Context: an optimization exercise on an open-source flow, tuned for small area, a short achievable clock period and few clock cycles per item. The choices shown serve that exercise and are no tape-out recipe. In this exercise RTL edits were held to simulation tests only and were not proved equivalent to the original.

==> flow/design.v <==
package svf_pkg;
  localparam logic [16:0] ONE_Q16          = 17'd65536;
  localparam logic [16:0] MIN_CUTOFF_RESET = 17'd27;
  localparam logic [31:0] KX_Q32           = 32'd2231032131;
  localparam logic [31:0] MAG6    = 32'd715827883;    
  localparam logic [31:0] MAG120  = 32'd1145324613;   
  localparam logic [31:0] MAG5040 = 32'd1745256553;   
  localparam logic [1:0] MODE_OFF = 2'd0;
  localparam logic [1:0] MODE_LP  = 2'd1;
  localparam logic [1:0] MODE_HP  = 2'd2;
  localparam logic [1:0] MODE_BP  = 2'd3;
endpackage
module svf_div12 (
  input  logic        clk,
  input  logic        en,
  input  logic [33:0] acc,
  output logic [23:0] res
);
  logic        neg, big_p, big_n;
  logic [24:0] u;
  logic [33:0] mag;
  logic [30:0] uf;
  assign mag = acc[33] ? (34'd0 - acc) : acc;
  assign uf  = mag[32:2];
  always_ff @(posedge clk) begin
    if (en) begin
      neg   <= acc[33];
      u     <= uf[24:0];
      big_p <= (uf[30:25] != 6'd0) || (uf[24:0] >= 25'd25165824);
      big_n <= (uf[30:25] != 6'd0) || (uf[24:0] >= 25'd25165827);
    end
  end
  function automatic logic [1:0] add3(input logic [1:0] x, input logic [1:0] y);
    logic [2:0] s;
    s = {1'b0, x} + {1'b0, y};
    add3 = (s >= 3'd3) ? 2'(s - 3'd3) : s[1:0];
  endfunction
  logic [1:0]  m  [13];
  logic [1:0]  s1 [13];
  logic [1:0]  s2 [13];
  logic [1:0]  s4 [13];
  logic [1:0]  s8 [13];
  logic [25:0] v;
  logic [25:0] q;
  logic [23:0] qn;
  assign v = {1'b0, u};
  always_comb begin
    for (int i = 0; i < 13; i++) m[i] = (v[2*i +: 2] == 2'd3) ? 2'd0 : v[2*i +: 2];
    for (int i = 0; i < 13; i++) s1[i] = (i + 1 < 13) ? add3(m[i], m[i+1]) : m[i];
    for (int i = 0; i < 13; i++) s2[i] = (i + 2 < 13) ? add3(s1[i], s1[i+2]) : s1[i];
    for (int i = 0; i < 13; i++) s4[i] = (i + 4 < 13) ? add3(s2[i], s2[i+4]) : s2[i];
    for (int i = 0; i < 13; i++) s8[i] = (i + 8 < 13) ? add3(s4[i], s4[i+8]) : s4[i];
    for (int i = 0; i < 13; i++) begin
      logic [1:0] r;
      logic [3:0] t;
      r = (i + 1 < 13) ? s8[i+1] : 2'd0;
      t = {r, 2'b00} + {2'b00, v[2*i +: 2]};
      q[2*i +: 2] = (t >= 4'd9) ? 2'd3 : (t >= 4'd6) ? 2'd2 : (t >= 4'd3) ? 2'd1 : 2'd0;
    end
  end
  assign qn  = 24'd0 - q[23:0];
  assign res = !neg ? (big_p ? 24'h7FFFFF : q[23:0]) : (big_n ? 24'h800000 : qn);
endmodule
module svf_booth_macc #(
  parameter int NA  = 30,
  parameter int NB  = 32,
  parameter int W   = 64,
  parameter bit NEG = 1'b0
) (
  input  logic [NA-1:0]        a,
  input  logic signed [NB-1:0] b,
  input  logic [W-1:0]         c,
  output logic [W-1:0]         y
);
  localparam int ND = (NA + 2) / 2;    
  localparam int S  = NB + 2;          
  function automatic logic [W-1:0] cconst(input int nd);
    logic [W-1:0] k;
    k = '0;
    for (int i = 0; i < nd; i++) k = k - ({{(W-1){1'b0}}, 1'b1} << (S - 1 + 2*i));
    cconst = k;
  endfunction
  logic [2*ND:0] ax;
  assign ax = NEG ? ~{{(2*ND-NA){1'b0}}, a, 1'b0} : {{(2*ND-NA){1'b0}}, a, 1'b0};
  logic [W-1:0] rows [ND];
  logic [W-1:0] corr;
  always_comb begin
    corr = '0;
    for (int i = 0; i < ND; i++) begin
      logic [2:0]   t;
      logic         one, two, neg;
      logic [S-1:0] mag, pp;
      t   = ax[2*i +: 3];
      one = t[0] ^ t[1];
      two = (t == 3'b011) || (t == 3'b100);
      neg = t[2] && !(t == 3'b111);
      mag = two ? {b[NB-1], b, 1'b0} : (one ? {b[NB-1], b[NB-1], b} : '0);
      pp  = mag ^ {S{neg}};
      rows[i] = {{(W-S){1'b0}}, ~pp[S-1], pp[S-2:0]} << (2*i);
      corr[2*i] = neg;
    end
  end
  always_comb begin
    y = c + corr + cconst(ND);
    for (int i = 0; i < ND; i++) y = y + rows[i];
  end
endmodule
module stereo_state_variable_filter_top (
  input  logic        clk,
  input  logic        rst,
  input  logic        in_valid,
  output logic        in_ready,
  input  logic [85:0] in_data,
  output logic        out_valid,
  input  logic        out_ready,
  output logic [47:0] out_data,
  input  logic        cfg_we,
  input  logic [16:0] cfg_data
);
  function automatic logic signed [31:0] sat32(input logic [35:0] v);
    if (v[35:31] == 5'b00000 || v[35:31] == 5'b11111) sat32 = v[31:0];
    else if (v[35])                                     sat32 = 32'sh80000000;
    else                                                sat32 = 32'sh7FFFFFFF;
  endfunction
  logic [1:0]  i_ch, i_mode;
  logic [23:0] i_l, i_r;
  logic [16:0] i_cut, i_damp, i_c, i_d, i_lo;
  assign {i_ch, i_l, i_r, i_cut, i_mode, i_damp} = in_data;
  logic [16:0] min_cutoff;
  always_comb begin
    i_lo = (i_cut < min_cutoff) ? min_cutoff : i_cut;
    i_c  = (i_lo > svf_pkg::ONE_Q16) ? svf_pkg::ONE_Q16 : i_lo;
    i_d  = (i_damp > svf_pkg::ONE_Q16) ? svf_pkg::ONE_Q16 : i_damp;
  end
  logic [3:0]  cv;
  logic [16:0] ckey [4];
  logic [29:0] cf   [4];
  logic        i_hit;
  assign i_hit = cv[i_ch] && (ckey[i_ch] == i_c);
  logic        w_v, a_run, w_hit;
  logic [1:0]  w_ch, w_mode;
  logic [23:0] w_xl, w_xr;
  logic [16:0] w_d, w_c;
  logic [29:0] w_f;
  logic [2:0]  a_slot;
  logic signed [31:0] lp_m [8];
  logic signed [31:0] bp_m [8];
  logic [7:0]         vld;
  logic signed [31:0] bpW, lpW;
  logic               b_act, b_side, b_first, b_last;
  logic [1:0]         b_ch, b_mode;
  logic [29:0]        fB;
  logic signed [31:0] hpR, bpR, lpR;
  logic               v_act, v_side, v_first, v_last;
  logic signed [31:0] accV;
  logic signed [33:0] acc [2];
  logic               d1_L, d1_R, d2_L, d2_R;
  logic [47:0]        pbuf;
  logic [4:0]         ptok;
  logic               c_run;
  logic [8:0]         c_oh;      
  logic [29:0]        x2r;
  logic signed [31:0] s_r;
  logic a_last, stall, adv, out_free, release_w, accept, c_start;
  logic p_free, p_direct, p_move;
  assign out_free  = !out_valid || out_ready;
  assign stall     = (d2_L || ptok[4]) && !out_free;
  assign adv       = !stall;
  assign a_last    = a_run && (a_slot == 3'd5);
  assign p_free    = (ptok == 5'd0);
  assign p_move    = w_v && !a_run && (w_mode == svf_pkg::MODE_OFF) && p_free;
  assign release_w = a_last || p_move;
  assign in_ready  = adv && (!w_v || release_w);
  assign accept    = in_valid && in_ready;
  assign p_direct  = accept && (i_mode == svf_pkg::MODE_OFF) && p_free && !p_move;
  assign c_run     = |c_oh;
  assign c_start   = w_v && !a_run && (w_mode != svf_pkg::MODE_OFF) && !w_hit && !c_run && !b_act;
  logic [2:0]         idxA;
  logic               sA;
  logic signed [25:0] xinA;
  logic [63:0]        x1;
  logic [49:0]        x2;
  logic signed [35:0] lA, tA, hp_u, hp_s;
  logic signed [31:0] lp_new, hp;
  logic               ovfL;
  assign sA   = a_slot[0];
  assign idxA = {w_ch, sA};
  assign xinA = sA ? $signed({w_xr, 2'b00}) : $signed({w_xl, 2'b00});
  svf_booth_macc #(.NA(30), .NB(32), .W(64), .NEG(1'b0)) u_fa (
    .a(w_f), .b(bpW), .c({{2{lpW[31]}}, lpW, 30'h20000000}), .y(x1));
  svf_booth_macc #(.NA(17), .NB(32), .W(50), .NEG(1'b1)) u_da (
    .a(w_d), .b(bpW), .c({{8{xinA[25]}}, xinA, 16'h7FFF}), .y(x2));
  assign lA     = {{2{x1[63]}}, x1[63:30]};
  assign tA     = {{2{x2[49]}}, x2[49:16]};
  assign ovfL   = !(lA[35:31] == 5'b00000 || lA[35:31] == 5'b11111);
  assign lp_new = sat32(lA);
  assign hp_u   = tA - lA;
  assign hp_s   = lA[35] ? (tA + 36'sd2147483648) : (tA - 36'sd2147483647);
  assign hp     = sat32(ovfL ? hp_s : hp_u);
  logic signed [32:0] bmul;
  logic [63:0]        badd, x3;
  logic signed [31:0] bp_new;
  logic [29:0]        t30, q6, q120, q5040;
  always_comb begin
    bmul = 33'(hpR);
    badd = {{2{bpR[31]}}, bpR, 30'h20000000};
    if (c_oh[1]) begin bmul = $signed({1'b0, svf_pkg::KX_Q32});  badd = 64'h20000; end
    if (c_oh[4]) begin bmul = $signed({1'b0, svf_pkg::MAG6});    badd = 64'd0; end
    if (c_oh[6]) begin bmul = $signed({1'b0, svf_pkg::MAG120});  badd = 64'd0; end
    if (c_oh[8]) begin bmul = $signed({1'b0, svf_pkg::MAG5040}); badd = 64'd0; end
    if (c_oh[2] || c_oh[3] || c_oh[5] || c_oh[7]) begin
      bmul = $signed({3'b0, x2r});
      badd = 64'h20000000;
    end
  end
  svf_booth_macc #(.NA(30), .NB(33), .W(64), .NEG(1'b0)) u_fb (
    .a(fB), .b(bmul), .c(badd), .y(x3));
  assign bp_new = sat32({{2{x3[63]}}, x3[63:30]});
  assign t30    = x3[59:30];
  assign q6     = x3[61:32];
  assign q120   = {4'd0, x3[62:37]};
  assign q5040  = {10'd0, x3[62:43]};
  logic       n_side;
  logic [1:0] n_ch;
  logic [2:0] idxN;
  always_comb begin
    if (a_run && !a_last) begin
      n_ch   = w_ch;
      n_side = !a_slot[0];
    end else if (accept) begin
      n_ch   = i_ch;
      n_side = 1'b0;
    end else begin
      n_ch   = w_ch;
      n_side = 1'b0;
    end
  end
  assign idxN = {n_ch, n_side};
  logic [23:0] dres;
  svf_div12 u_div (.clk(clk), .en(adv), .acc(d1_R ? acc[1] : acc[0]), .res(dres));
  always_ff @(posedge clk) begin
    if (rst) begin
      min_cutoff <= svf_pkg::MIN_CUTOFF_RESET;
      cv         <= '0;
      vld        <= '0;
      w_v        <= 1'b0;
      a_run      <= 1'b0;
      b_act      <= 1'b0;
      v_act      <= 1'b0;
      d1_L       <= 1'b0;
      d1_R       <= 1'b0;
      d2_L       <= 1'b0;
      d2_R       <= 1'b0;
      ptok       <= '0;
      c_oh       <= '0;
      out_valid  <= 1'b0;
    end else begin
      if (cfg_we) min_cutoff <= cfg_data;
      if (out_valid && out_ready) out_valid <= 1'b0;
      if (adv) begin
        if (ptok[4]) begin
          out_data  <= pbuf;
          out_valid <= 1'b1;
        end
        if (d2_L) out_data[47:24] <= dres;
        if (d2_R) begin
          out_data[23:0] <= dres;
          out_valid      <= 1'b1;
        end
      end
      if (accept && !p_direct) begin
        w_v    <= 1'b1;
        w_ch   <= i_ch;
        w_mode <= i_mode;
        w_xl   <= i_l;
        w_xr   <= i_r;
        w_d    <= i_d;
        w_c    <= i_c;
        w_f    <= cf[i_ch];
        w_hit  <= i_hit;
        a_run  <= (i_mode != svf_pkg::MODE_OFF) && i_hit;
        a_slot <= 3'd0;
      end else if (release_w) begin
        w_v   <= 1'b0;
        a_run <= 1'b0;
      end else if (a_run && adv) begin
        a_slot <= a_slot + 3'd1;
      end
      if (adv) begin
        ptok <= {ptok[3:0], p_direct || p_move};
        if (p_direct) pbuf <= {i_l, i_r};
        if (p_move)   pbuf <= {w_xl, w_xr};
        if (a_run) begin
          lp_m[idxA] <= lp_new;
          vld[idxA]  <= 1'b1;
        end
        b_act   <= a_run;
        b_side  <= sA;
        b_first <= (a_slot[2:1] == 2'd0);
        b_last  <= (a_slot[2:1] == 2'd2);
        b_ch    <= w_ch;
        b_mode  <= w_mode;
        hpR     <= hp;
        lpR     <= lp_new;
        bpR     <= bpW;
        if (b_act && ({b_ch, b_side} == idxN)) bpW <= bp_new;
        else                                   bpW <= vld[idxN] ? bp_m[idxN] : 32'sd0;
        lpW <= vld[idxN] ? lp_m[idxN] : 32'sd0;
        if (b_act) bp_m[{b_ch, b_side}] <= bp_new;
        v_act   <= b_act;
        v_side  <= b_side;
        v_first <= b_first;
        v_last  <= b_last;
        accV    <= (b_mode == svf_pkg::MODE_LP) ? lpR :
                   (b_mode == svf_pkg::MODE_HP) ? hpR : bp_new;
        if (v_act) acc[v_side] <= (v_first ? 34'sd0 : acc[v_side]) + 34'(accV);
        d1_L <= v_act && v_last && !v_side;
        d1_R <= v_act && v_last && v_side;
        d2_L <= d1_L;
        d2_R <= d1_R;
        c_oh <= {c_oh[7:0], c_start};
        if (c_oh[0]) fB <= {13'd0, w_c};
        if (c_oh[1]) begin fB <= x3[47:18]; x2r <= x3[47:18]; s_r <= {2'b0, x3[47:18]}; end
        if (c_oh[2]) x2r <= t30;
        if (c_oh[3] || c_oh[5] || c_oh[7]) fB <= t30;
        if (c_oh[4]) s_r <= s_r - {2'b0, q6};
        if (c_oh[6]) s_r <= s_r + {2'b0, q120};
        if (c_oh[8]) begin
          w_f        <= 30'({s_r - {2'b0, q5040}, 1'b0});
          ckey[w_ch] <= w_c;
          cf[w_ch]   <= 30'({s_r - {2'b0, q5040}, 1'b0});
          cv[w_ch]   <= 1'b1;
          w_hit      <= 1'b1;
          a_run      <= 1'b1;
          a_slot     <= 3'd0;
        end
        if (!c_run) fB <= w_f;
      end
    end
  end
endmodule
==> flow/run.sh <==
#!/bin/bash
# synth_recipe.tcl (not shown) runs the flow's synth.tcl, then flattens the netlist and writes it again
# the make line also repeats each setting of config.mk as NAME=value (left out here)
make -C /OpenROAD-flow-scripts/flow DESIGN_CONFIG=/design/flow/config.mk WORK_HOME=/design/flow/orfs CLKGATE_MAP_FILE= SYNTH_SCRIPT=/design/flow/synth_recipe.tcl finish
==> flow/config.mk <==
export PLATFORM = sky130hd
export DESIGN_NAME = stereo_state_variable_filter_top
export DESIGN_NICKNAME = stereo_state_variable_filter_top
export VERILOG_FILES = /design/flow/design.v
export SDC_FILE = /design/flow/constraint.sdc
export NUM_CORES = 4
export LEC_CHECK = 0
export CAP_MARGIN = 20
export CORE_MARGIN = 2
export CORE_UTILIZATION = 40
export SLEW_MARGIN = 20
==> flow/constraint.sdc <==
create_clock -name core_clock -period 11.0 [get_ports {clk}]
set_input_delay 2.2000 -clock core_clock [delete_from_list [all_inputs] [get_ports {clk}]]
set_output_delay 2.2000 -clock core_clock [all_outputs]
set_load 0.01 [all_outputs]
==> notes.md, run 1 <==
core footprint between 0.3 and 0.4 sq mm; worst-skew pair later-pin latency 0.89 ns; Nets 16,700; CP Capture Type flip-flop; Post-Syn Area 0.135 sq mm; CTS Sinks 1,352; CTS Buf Count between 150 and 200; FMAX 0.0847 GHz; Critical Path RT approximately 12 ns; DRC viols 0; number of global-route vias before repair 107,000; dpl ws -1.04 ns; footprint of the multi-input gates 0.0901 sq mm; row count 213; worst hold-check path type reg2reg; Worst Hold Path Cells 0; mean post-synth cell area 10.2 sq um; DIE AREA 0.342 sq mm; setup TNS -14.26 ns; Fillers 30,700; critical path type reg2reg; status finished with violations; largest net degree at the start of global routing 129; remaining global-route overflow 0; via count 109,000; PnR worst setup slack -0.809 ns; Yosys top cell area share 0.289; Placer Congestion ~1; max_slew headroom 0.204; Crit Path Max Fanout 7; most frequent CP cell fa_1; sequential fraction of the synthesis area 0.297; prevailing post-synth register cell edfxtp_1; Placed Cells 18,700; Syn Inst Count ~13,000; Area Growth Syn to Fin 22.0%; worst reg2reg path depth 46; share of post-route cells with drive strength above 1 0.212; HPWL after DPL 376,000 um; largest area contributor in the netlist edfxtp_1; Synth Register Bits 1,352; library cells used by synthesis 115; asr flop ratio synth 0; Net Count, Synth 15,500; Setup Skew 0.113 ns; First DRT Iteration DRCs 10,900; Core Util, Final 0.490; slowest CP cell or4_4; Die Height just under 600 um; antenna violations before repair 30; max incr delay on CP between 0.6 and 0.7 ns; CP Data Arrival Time 12.33 ns; crit start category flip-flop; Die W 585 um; gr usage total 0.280; Starting Density 0.402; r2r setup slk -0.81 ns; number of setup violations in the final report 40; most frequent cells after synthesis inv_1, edfxtp_1, fa_1, a21oi_1, xnor2_1; Post-synth EDFFs 1,299; Worst path top cell family by delay adder cells; routed len/inst about 25 um; Hold Vio Cnt, Final 0; vias per inst 5.70; CP Buf/Inv Count 8; Reg clk slew, reported paths 0.07 ns; Synth area leaders edfxtp_1, fa_1, ha_1; YS warnings 13; Routed WL a little under 500,000 um; # port buffers about 160; Post-Layout Cell Count 19,200; Critical Path Stages 46; Sequential cell area roughly 0.04 sq mm; Slew Viols, Final 0; CTS Hold Bufs 0; Antenna Violating Nets Remaining 0; I/O Pins 158; CTS tree yes; Slew @ Worst Pin 1.19 ns; htree depth 4; iteration count of the initial detailed-routing pass 6; root buffer cell clkbuf_16; RSZ-0062 raised after global routing true; count leader, synth inv_1; Clock Path Buffers 4; Failed Checks negative setup slack; crit share post-route 1.07; first-pass GRT wire length between 700,000 and 800,000 um; final worst path period need 11.81 ns; Max Cap Viol 0
## layer usage
| layer | global-route usage | up-vias | wire (um) |
|---|---|---|---|
| li1 | - | 48400 | - |
| met1 | 0.377 | 54500 | 196000 |
| met2 | 0.429 | 5262 | 216000 |
| met3 | 0.0579 | 1019 | 46600 |
| met4 | 0.135 | 20 | 27400 |
| met5 | 0 | - | 213 |
## cell families after synthesis
family | synth area share
AO/OA/AOI/OAI | 0.120
adder cells (fa/ha/maj) | 0.261
XOR/XNOR | 0.101
flip-flops | 0.297
AND/OR/NAND/NOR | 0.0985
multiplexers | 0.0553
buffers and inverters | 0.0673
## timing repair
item | in CTS | in global routing
buffers inserted | 62 | 77
setup endpoints to repair | 106 | 121
pin swaps | 137 | 244
resized for setup | 238 | 457
cloned | 4 | 5
## sequential cells by signal, indices dropped and copies added (netlist names), 48 cells and up, named ones only
| name | cells |
|---|---|
| cf | 116 |
| acc | 68 |
| pbuf | 48 |
| lp_m | 256 |
| ckey | 68 |
| bp_m | 256 |
| out_data | 48 |
## cells in the final DEF (no fill, tap or decap), types with 101 or more instances in the layout
cell type	Yosys	final
ha_1	820	760
edfxtp_1	1299	1299
mux2i_1	243	203
inv_1	1426	1398
xor2_1	478	464
a21o_1	107	107
o21ai_0	358	331
fa_1	1239	1189
and3_1	679	670
buf_4	0	1628
mux4_2	177	177
clkdlybuf4s50_1	0	154
nor2b_1	106	101
nand2_1	737	726
o22ai_1	514	463
xnor2_1	1076	1042
nor2_1	510	451
buf_12	0	201
nand3_1	131	129
a21oi_1	1211	1094
clkbuf_16	0	164
## cell type report
class	count	share of cell area
Antenna cell	15	0.000228
Clock buffer	185	0.0250
Clock inverter	85	0.00499
Inverter	1444	0.0330
Multi-Input combinational cell	9524	0.546
Sequential cell	1352	0.243
Tap cell	4515	0.0343
Timing Repair Buffer	2052	0.113
## metrics by stage
step	hold slack, ns	area [sq um]
floorplan	0.400	136000
global placement	0.418	155000
detailed placement	0.433	155000
CTS	0.447	162000
global route	0.469	165000
finish	0.450	165000
## path summary, 6_finish.rpt
kind           start       to
max reg2reg  c_oh[3]  s_r[25]
min reg2reg   b_last   v_last
max          c_oh[3]  s_r[25]
min           b_last   v_last
Testbench counts, summed over its fixed seeds: cycles 19,698, items 3,200.
==> inputs of run 2 (changes only) <==
--- a/flow/design.v
+++ b/flow/design.v
@@ -63,15 +63,15 @@
 endmodule
-module svf_booth_macc #(
-  parameter int NA  = 30,
-  parameter int NB  = 32,
-  parameter int W   = 64,
-  parameter bit NEG = 1'b0
+module svf_booth_rows #(
+  parameter int ND = 16,
+  parameter int NB = 32,
+  parameter int W  = 64
 ) (
-  input  logic [NA-1:0]        a,
+  input  logic [ND-1:0]        one,
+  input  logic [ND-1:0]        two,
+  input  logic [ND-1:0]        neg,
   input  logic signed [NB-1:0] b,
-  input  logic [W-1:0]         c,
-  output logic [W-1:0]         y
+  output logic [ND*W-1:0]      rows,
+  output logic [W-1:0]         extra
 );
-  localparam int ND = (NA + 2) / 2;    
-  localparam int S  = NB + 2;          
+  localparam int S = NB + 2;
   function automatic logic [W-1:0] cconst(input int nd);
@@ -82,5 +82,2 @@
   endfunction
-  logic [2*ND:0] ax;
-  assign ax = NEG ? ~{{(2*ND-NA){1'b0}}, a, 1'b0} : {{(2*ND-NA){1'b0}}, a, 1'b0};
-  logic [W-1:0] rows [ND];
   logic [W-1:0] corr;
@@ -89,19 +86,68 @@
     for (int i = 0; i < ND; i++) begin
-      logic [2:0]   t;
-      logic         one, two, neg;
       logic [S-1:0] mag, pp;
-      t   = ax[2*i +: 3];
-      one = t[0] ^ t[1];
-      two = (t == 3'b011) || (t == 3'b100);
-      neg = t[2] && !(t == 3'b111);
-      mag = two ? {b[NB-1], b, 1'b0} : (one ? {b[NB-1], b[NB-1], b} : '0);
-      pp  = mag ^ {S{neg}};
-      rows[i] = {{(W-S){1'b0}}, ~pp[S-1], pp[S-2:0]} << (2*i);
-      corr[2*i] = neg;
+      mag = ({S{two[i]}} & {b[NB-1], b, 1'b0}) | ({S{one[i]}} & {b[NB-1], b[NB-1], b});
+      pp  = mag ^ {S{neg[i]}};
+      rows[i*W +: W] = {{(W-S){1'b0}}, ~pp[S-1], pp[S-2:0]} << (2*i);
+      corr[2*i] = neg[i];
     end
   end
-  always_comb begin
-    y = c + corr + cconst(ND);
-    for (int i = 0; i < ND; i++) y = y + rows[i];
+  assign extra = corr + cconst(ND);
+endmodule
+module svf_csa_tree #(
+  parameter int N = 4,
+  parameter int W = 64
+) (
+  input  logic [N*W-1:0] rows,
+  output logic [W-1:0]   s,
+  output logic [W-1:0]   c
+);
+  function automatic int lvl_n(input int k);
+    int n;
+    n = N;
+    for (int i = 0; i < k; i++) n = 2 * (n / 3) + (n % 3);
+    lvl_n = n;
+  endfunction
+  function automatic int num_lvls(input int dummy);
+    int n, k;
+    n = N;
+    k = 0;
+    for (int i = 0; i < 32; i++) begin
+      if (n > 2) begin
+        n = 2 * (n / 3) + (n % 3);
+        k = k + 1;
+      end
+    end
+    num_lvls = k;
+  endfunction
+  function automatic int lvl_off(input int k);
+    int o;
+    o = 0;
+    for (int i = 0; i < k; i++) o = o + lvl_n(i);
+    lvl_off = o;
+  endfunction
+  localparam int NL  = num_lvls(0);
+  localparam int TOT = lvl_off(NL + 1);
+  logic [W-1:0] r [TOT];
+  for (genvar i = 0; i < N; i++) begin : g_in
+    assign r[i] = rows[i*W +: W];
   end
+  for (genvar k = 0; k < NL; k++) begin : g_lvl
+    localparam int NI = lvl_n(k);
+    localparam int OI = lvl_off(k);
+    localparam int OO = lvl_off(k + 1);
+    for (genvar g = 0; g < NI / 3; g++) begin : g_csa
+      logic [W-1:0] a0, a1, a2, mj;
+      assign a0 = r[OI + 3*g];
+      assign a1 = r[OI + 3*g + 1];
+      assign a2 = r[OI + 3*g + 2];
+      assign mj = (a0 & a1) | (a0 & a2) | (a1 & a2);
+      assign r[OO + 2*g]     = a0 ^ a1 ^ a2;
+      assign r[OO + 2*g + 1] = {mj[W-2:0], 1'b0};
+    end
+    for (genvar g = 0; g < NI % 3; g++) begin : g_pass
+      assign r[OO + 2*(NI/3) + g] = r[OI + 3*(NI/3) + g];
+    end
+  end
+  assign s = r[lvl_off(NL)];
+  assign c = r[lvl_off(NL) + 1];
 endmodule
@@ -124,2 +170,24 @@
   endfunction
+  function automatic logic [47:0] enc30(input logic [29:0] a);
+    logic [32:0] ax;
+    logic [15:0] one, two, neg;
+    ax = {2'b00, a, 1'b0};
+    for (int i = 0; i < 16; i++) begin
+      one[i] = ax[2*i] ^ ax[2*i+1];
+      two[i] = (ax[2*i +: 3] == 3'b011) || (ax[2*i +: 3] == 3'b100);
+      neg[i] = ax[2*i+2] && !(ax[2*i +: 3] == 3'b111);
+    end
+    enc30 = {one, two, neg};
+  endfunction
+  function automatic logic [26:0] enc17n(input logic [16:0] a);
+    logic [18:0] ax;
+    logic [8:0]  one, two, neg;
+    ax = ~{1'b0, a, 1'b0};
+    for (int i = 0; i < 9; i++) begin
+      one[i] = ax[2*i] ^ ax[2*i+1];
+      two[i] = (ax[2*i +: 3] == 3'b011) || (ax[2*i +: 3] == 3'b100);
+      neg[i] = ax[2*i+2] && !(ax[2*i +: 3] == 3'b111);
+    end
+    enc17n = {one, two, neg};
+  endfunction
   logic [1:0]  i_ch, i_mode;
@@ -142,4 +210,6 @@
   logic [23:0] w_xl, w_xr;
-  logic [16:0] w_d, w_c;
+  logic [16:0] w_c;
   logic [29:0] w_f;
+  logic [47:0] w_fe;    
+  logic [26:0] w_de;    
   logic [2:0]  a_slot;
@@ -151,3 +221,3 @@
   logic [1:0]         b_ch, b_mode;
-  logic [29:0]        fB;
+  logic [47:0]        fBe;    
   logic signed [31:0] hpR, bpR, lpR;
@@ -160,5 +230,7 @@
   logic               c_run;
-  logic [8:0]         c_oh;      
+  logic [9:0]         c_oh;      
   logic [29:0]        x2r;
   logic signed [31:0] s_r;
+  logic [29:0]        qr;
+  logic [29:0]        f_new;
   logic a_last, stall, adv, out_free, release_w, accept, c_start;
@@ -176,2 +248,3 @@
   assign c_run     = |c_oh;
+  assign f_new     = 30'({s_r - {2'b0, qr}, 1'b0});
   assign c_start   = w_v && !a_run && (w_mode != svf_pkg::MODE_OFF) && !w_hit && !c_run && !b_act;
@@ -180,5 +253,3 @@
   logic signed [25:0] xinA;
-  logic [63:0]        x1;
-  logic [49:0]        x2;
-  logic signed [35:0] lA, tA, hp_u, hp_s;
+  logic signed [35:0] lA, hp_u;
   logic signed [31:0] lp_new, hp;
@@ -188,13 +259,33 @@
   assign xinA = sA ? $signed({w_xr, 2'b00}) : $signed({w_xl, 2'b00});
-  svf_booth_macc #(.NA(30), .NB(32), .W(64), .NEG(1'b0)) u_fa (
-    .a(w_f), .b(bpW), .c({{2{lpW[31]}}, lpW, 30'h20000000}), .y(x1));
-  svf_booth_macc #(.NA(17), .NB(32), .W(50), .NEG(1'b1)) u_da (
-    .a(w_d), .b(bpW), .c({{8{xinA[25]}}, xinA, 16'h7FFF}), .y(x2));
-  assign lA     = {{2{x1[63]}}, x1[63:30]};
-  assign tA     = {{2{x2[49]}}, x2[49:16]};
+  logic [16*64-1:0] rx;
+  logic [63:0]      ex, xs, xc;
+  svf_booth_rows #(.ND(16), .NB(32), .W(64)) u_rx (
+    .one(w_fe[47:32]), .two(w_fe[31:16]), .neg(w_fe[15:0]), .b(bpW), .rows(rx), .extra(ex));
+  svf_csa_tree #(.N(18), .W(64)) u_tx (
+    .rows({{{2{lpW[31]}}, lpW, 30'h20000000}, ex, rx}), .s(xs), .c(xc));
+  logic [9*50-1:0]  ry;
+  logic [49:0]      ey, ys, yc;
+  logic             c16;
+  svf_booth_rows #(.ND(9), .NB(32), .W(50)) u_ry (
+    .one(w_de[26:18]), .two(w_de[17:9]), .neg(w_de[8:0]), .b(bpW), .rows(ry), .extra(ey));
+  svf_csa_tree #(.N(11), .W(50)) u_ty (
+    .rows({{{8{xinA[25]}}, xinA, 16'h7FFF}, ey, ry}), .s(ys), .c(yc));
+  assign c16 = ({1'b0, ys[15:0]} + {1'b0, yc[15:0]}) >= 17'h10000;
+  logic [63:0] hs, hc, hsum, xsum;
+  svf_csa_tree #(.N(5), .W(64)) u_th (
+    .rows({{32'd0, c16, !c16, 29'd0, 1'b1}, ~xc, ~xs, {yc[49:16], 30'd0}, {ys[49:16], 30'd0}}),
+    .s(hs), .c(hc));
+  assign hsum = hs + hc;
+  assign xsum = xs + xc;
+  logic [33:0]        t0, t1;
+  logic signed [31:0] hp_pos, hp_neg;
+  assign t0     = ys[49:16] + yc[49:16] + {33'd0, c16};
+  assign t1     = ys[49:16] + yc[49:16] + {32'd0, c16, !c16};
+  assign hp_neg = !t0[33] ? 32'sh7FFFFFFF : {~t0[31], t0[30:0]};    
+  assign hp_pos = t1[33]  ? 32'sh80000000 : {~t1[31], t1[30:0]};    
+  assign lA     = {{2{xsum[63]}}, xsum[63:30]};
   assign ovfL   = !(lA[35:31] == 5'b00000 || lA[35:31] == 5'b11111);
   assign lp_new = sat32(lA);
-  assign hp_u   = tA - lA;
-  assign hp_s   = lA[35] ? (tA + 36'sd2147483648) : (tA - 36'sd2147483647);
-  assign hp     = sat32(ovfL ? hp_s : hp_u);
+  assign hp_u   = {{2{hsum[63]}}, hsum[63:30]};
+  assign hp     = !ovfL ? sat32(hp_u) : (lA[35] ? hp_neg : hp_pos);
   logic signed [32:0] bmul;
@@ -215,4 +306,10 @@
   end
-  svf_booth_macc #(.NA(30), .NB(33), .W(64), .NEG(1'b0)) u_fb (
-    .a(fB), .b(bmul), .c(badd), .y(x3));
+  logic [16*64-1:0] rb;
+  logic [63:0]      eb;
+  svf_booth_rows #(.ND(16), .NB(33), .W(64)) u_rb (
+    .one(fBe[47:32]), .two(fBe[31:16]), .neg(fBe[15:0]), .b(bmul), .rows(rb), .extra(eb));
+  always_comb begin
+    x3 = badd + eb;
+    for (int i = 0; i < 16; i++) x3 = x3 + rb[i*64 +: 64];
+  end
   assign bp_new = sat32({{2{x3[63]}}, x3[63:30]});
@@ -276,5 +373,6 @@
         w_xr   <= i_r;
-        w_d    <= i_d;
+        w_de   <= enc17n(i_d);
         w_c    <= i_c;
         w_f    <= cf[i_ch];
+        w_fe   <= enc30(cf[i_ch]);
         w_hit  <= i_hit;
@@ -320,13 +418,16 @@
         d2_R <= d1_R;
-        c_oh <= {c_oh[7:0], c_start};
-        if (c_oh[0]) fB <= {13'd0, w_c};
-        if (c_oh[1]) begin fB <= x3[47:18]; x2r <= x3[47:18]; s_r <= {2'b0, x3[47:18]}; end
+        c_oh <= {c_oh[8:0], c_start};
+        if (c_oh[0]) fBe <= enc30({13'd0, w_c});
+        if (c_oh[1]) begin fBe <= enc30(x3[47:18]); x2r <= x3[47:18]; s_r <= {2'b0, x3[47:18]}; end
         if (c_oh[2]) x2r <= t30;
-        if (c_oh[3] || c_oh[5] || c_oh[7]) fB <= t30;
-        if (c_oh[4]) s_r <= s_r - {2'b0, q6};
-        if (c_oh[6]) s_r <= s_r + {2'b0, q120};
-        if (c_oh[8]) begin
-          w_f        <= 30'({s_r - {2'b0, q5040}, 1'b0});
+        if (c_oh[3] || c_oh[5] || c_oh[7]) fBe <= enc30(t30);
+        if (c_oh[4]) qr <= q6;
+        if (c_oh[5]) s_r <= s_r - {2'b0, qr};
+        if (c_oh[6]) qr <= q120;
+        if (c_oh[7]) s_r <= s_r + {2'b0, qr};
+        if (c_oh[8]) qr <= q5040;
+        if (c_oh[9]) begin
+          w_fe       <= enc30(f_new);
           ckey[w_ch] <= w_c;
-          cf[w_ch]   <= 30'({s_r - {2'b0, q5040}, 1'b0});
+          cf[w_ch]   <= f_new;
           cv[w_ch]   <= 1'b1;
@@ -336,3 +437,3 @@
         end
-        if (!c_run) fB <= w_f;
+        if (!c_run) fBe <= w_fe;
       end
==> run 2 against run 1 <==
Against the previous run:
- sequential share of layout area up 2.3 points
- worst hold slack worse by 0.0064 ns
- die area up 7.2%
- the run now finishes clean
==> notes.md, run 2 <==
most common cell after layout, fill and taps aside inv_1 (was buf_4); largest net degree at the start of global routing 153 (was 129); FMAX 0.0930 GHz (was 0.0847 GHz); CTS Hold Bufs 0 (unchanged); CTS tree yes (unchanged); first-pass GRT wire length 756,000 um (was 716,000 um); sequential fraction of the synthesis area 0.292 (was 0.297); Worst path top cell family by delay adder cells (unchanged); crit share post-route 0.977 (was 1.07); Max Cap Viol 0 (unchanged); CP Data Arrival Time 11.43 ns (was 12.33 ns); max_slew headroom 0.139 (was 0.204); critical path type reg2reg (unchanged); via count 114,000 (was 109,000); mean post-synth cell area 9.99 sq um (was 10.2 sq um); DP Area 0.153 sq mm (was 0.155 sq mm); slowest CP cell edfxtp_1 (was or4_4); routed len/inst 26.8 um (was 25.4 um); prevailing post-synth register cell edfxtp_1 (unchanged); share of post-route cells with drive strength above 1 0.0874 (was 0.212); RSZ-0062 raised after global routing false (was true); DRC viols 0 (unchanged); htree depth 4 (unchanged); Die W 606 um (was 585 um); DIE AREA 0.367 sq mm (was 0.342 sq mm); iteration count of the initial detailed-routing pass 7 (was 6); Core Util, Final 0.441 (was 0.490); largest area contributor in the netlist edfxtp_1 (unchanged); most frequent CP cell fa_1 (unchanged); count leader, synth inv_1 (unchanged); HPWL after DPL 385,000 um (was 376,000 um); vias per inst 5.91 (was 5.70); crit start category flip-flop (unchanged); CTS Buf Count 164 (was 156); number of setup violations in the final report 0 (was 40); gr usage total 0.277 (was 0.280); Hold Vio Cnt, Final 0 (unchanged); Synth area leaders edfxtp_1, fa_1, ha_1 (unchanged); Placer Congestion 0.993 (was 1.02); Post-Syn Area 0.145 sq mm (was 0.135 sq mm); Post-Layout Cell Count 19,200 (about the same); Clock Path Buffers 4 (unchanged); Reg clk slew, reported paths 0.06 ns (was 0.07 ns); Yosys top cell area share 0.285 (was 0.289); Area Growth Syn to Fin 9.98% (was 22.0%); largest family of logic cells by synthesized area adder cells (unchanged); remaining global-route overflow 0 (unchanged); Slew @ Worst Pin 1.29 ns (was 1.19 ns); status no timing/DRC/antenna violations (was finished with violations); Critical Path RT 11.68 ns (was 11.52 ns); I/O Pins 158 (unchanged); post-synthesis compound-gate area fraction 0.152 (was 0.120); mux cell area share after synthesis 0.0293 (was 0.0553); Final Instance Area 0.159 sq mm (was 0.165 sq mm); # port buffers 157 (unchanged); Routed WL 516,000 um (was 486,000 um); First DRT Iteration DRCs 14,600 (was 10,900); number of global-route vias before repair 110,000 (was 107,000); max incr delay on CP 0.90 ns (was 0.64 ns); antenna violations before repair 42 (was 30); final worst path period need 10.75 ns (was 11.81 ns); most frequent cells in the layout inv_1, edfxtp_1, a22oi_1, fa_1, nand2_1 (was buf_4, inv_1, edfxtp_1, fa_1, a21oi_1); Post-synth EDFFs 1,374 (was 1,299); row count 221 (was 213); simple-gate share of the synthesized area 0.0787 (was 0.0985); r2r setup slk 0.25 ns (was -0.81 ns); Nets 16,700 (about the same); CP Buf/Inv Count 7 (was 8); Starting Density 0.401 (was 0.402); Synth Register Bits 1,428 (was 1,352); Setup Skew 0.0677 ns (was 0.113 ns); setup TNS 0 ns (was -14.26 ns); asr flop ratio synth 0 (unchanged); Antenna Violating Nets Remaining 0 (unchanged); Crit Path Max Fanout 30 (was 7); library cells used by synthesis 117 (was 115); Die Height 606 um (was 585 um); root buffer cell clkbuf_16 (unchanged); Syn Inst Count 14,500 (was 13,300); most frequent cells after synthesis inv_1, edfxtp_1, a22oi_1, fa_1, nand2_1 (was inv_1, edfxtp_1, fa_1, a21oi_1, xnor2_1); YS warnings 16 (was 13); worst hold-check path type reg2reg (unchanged); hold_ws 0.444 ns (was 0.450 ns); Slew Viols, Final 0 (unchanged); biggest regs bp_m: 256 flops, lp_m: 256 flops, cf: 116 flops (unchanged); Placed Cells 18,900 (was 18,700); worst-skew pair later-pin latency 0.91 ns (was 0.89 ns); CP Capture Type flip-flop (unchanged); Net Count, Synth 16,900 (was 15,500); core footprint 0.361 sq mm (was 0.336 sq mm); Adder-Cell Fraction of Synth Area 0.267 (was 0.261); CTS Sinks 1,428 (was 1,352); Post-Synth XOR/XNOR Area 0.103 (was 0.101)
==> run 2: cell type report <==
type,count,area [sq um]
Fill cell,34200,202000
Timing Repair Buffer,776,6740
Antenna cell,13,32.5
Multi-Input combinational cell,10100,91900
Tap cell,4794,6000
Clock buffer,184,4260
Clock inverter,107,1330
Sequential cell,1428,42400
Inverter,1803,6780
==> run 2: per-layer routing <==
metal,GRT usage,wire [um]
met1,0.389,214000
met4,0.118,25300
met5,0,192
met3,0.0719,59800
met2,0.402,217000
==> run 2: logic make-up after synthesis <==
| logic type | Yosys count |
|---|---|
| buffers and inverters | 2951 |
| DFF | 1428 |
| and+or+nand+nor | 2533 |
| AOI/OAI and AO/OA | 3232 |
| muxes | 350 |
| adders and majority gates | 2318 |
| xor gates and xnor gates | 1697 |
==> run 2: through the flow <==
stage               worst slack [ns]
floorplan                       1.41
global placement              -0.153
detailed placement            -0.114
CTS                            0.116
global route                  0.0152
finish                         0.250
==> run 2: final timing paths <==
check / cells past startpoint / endpoint / startpoint
max: 32 / hpR[9] / bpW[11]
min: 0 / v_last / b_last
max reg2reg: 32 / hpR[9] / bpW[11]
min reg2reg: 0 / v_last / b_last
==> run 2: timing repair <==
item | in CTS | in global routing
setup endpoints to repair | 31 | 31
pin swaps | 0 | 1
gates resized for setup | 2 | 4
buffers inserted | 10 | 31
Testbench counts of run 2, summed over its fixed seeds: cycles 19,830, items 3,200.

-- what the ideal ports hide --
In the flow no input, the clock included, has a driving cell. The finished layouts below were timed again as built, in two steps.
Step 1, drivers: a clkbuf_16 drives clk and a buf_2 each remaining input, both assumed.
Step 2 adds t to the input delays and takes it off the output delays; t is the mean of the earliest and latest rising clock arrival at the registers after step 1. Input paths then give back, and output paths get back, about the clock's delay inside the block.
Slacks: ideal ports / drivers / drivers and shift; pairs: ideal ports / drivers.
run | t, ns | setup WS [ns] | worst setup path after step 2 | slew at the worst register clock pin (ns) | worst slew at a driven data input, ns
run 1 | 0.926 | -0.809 / -0.809 / -0.809 | register to register | 0.08 / 0.08 | 0.15
run 2 | 0.986 | 0.250 / 0.250 / 0.250 | register to register | 0.09 / 0.09 | 0.16
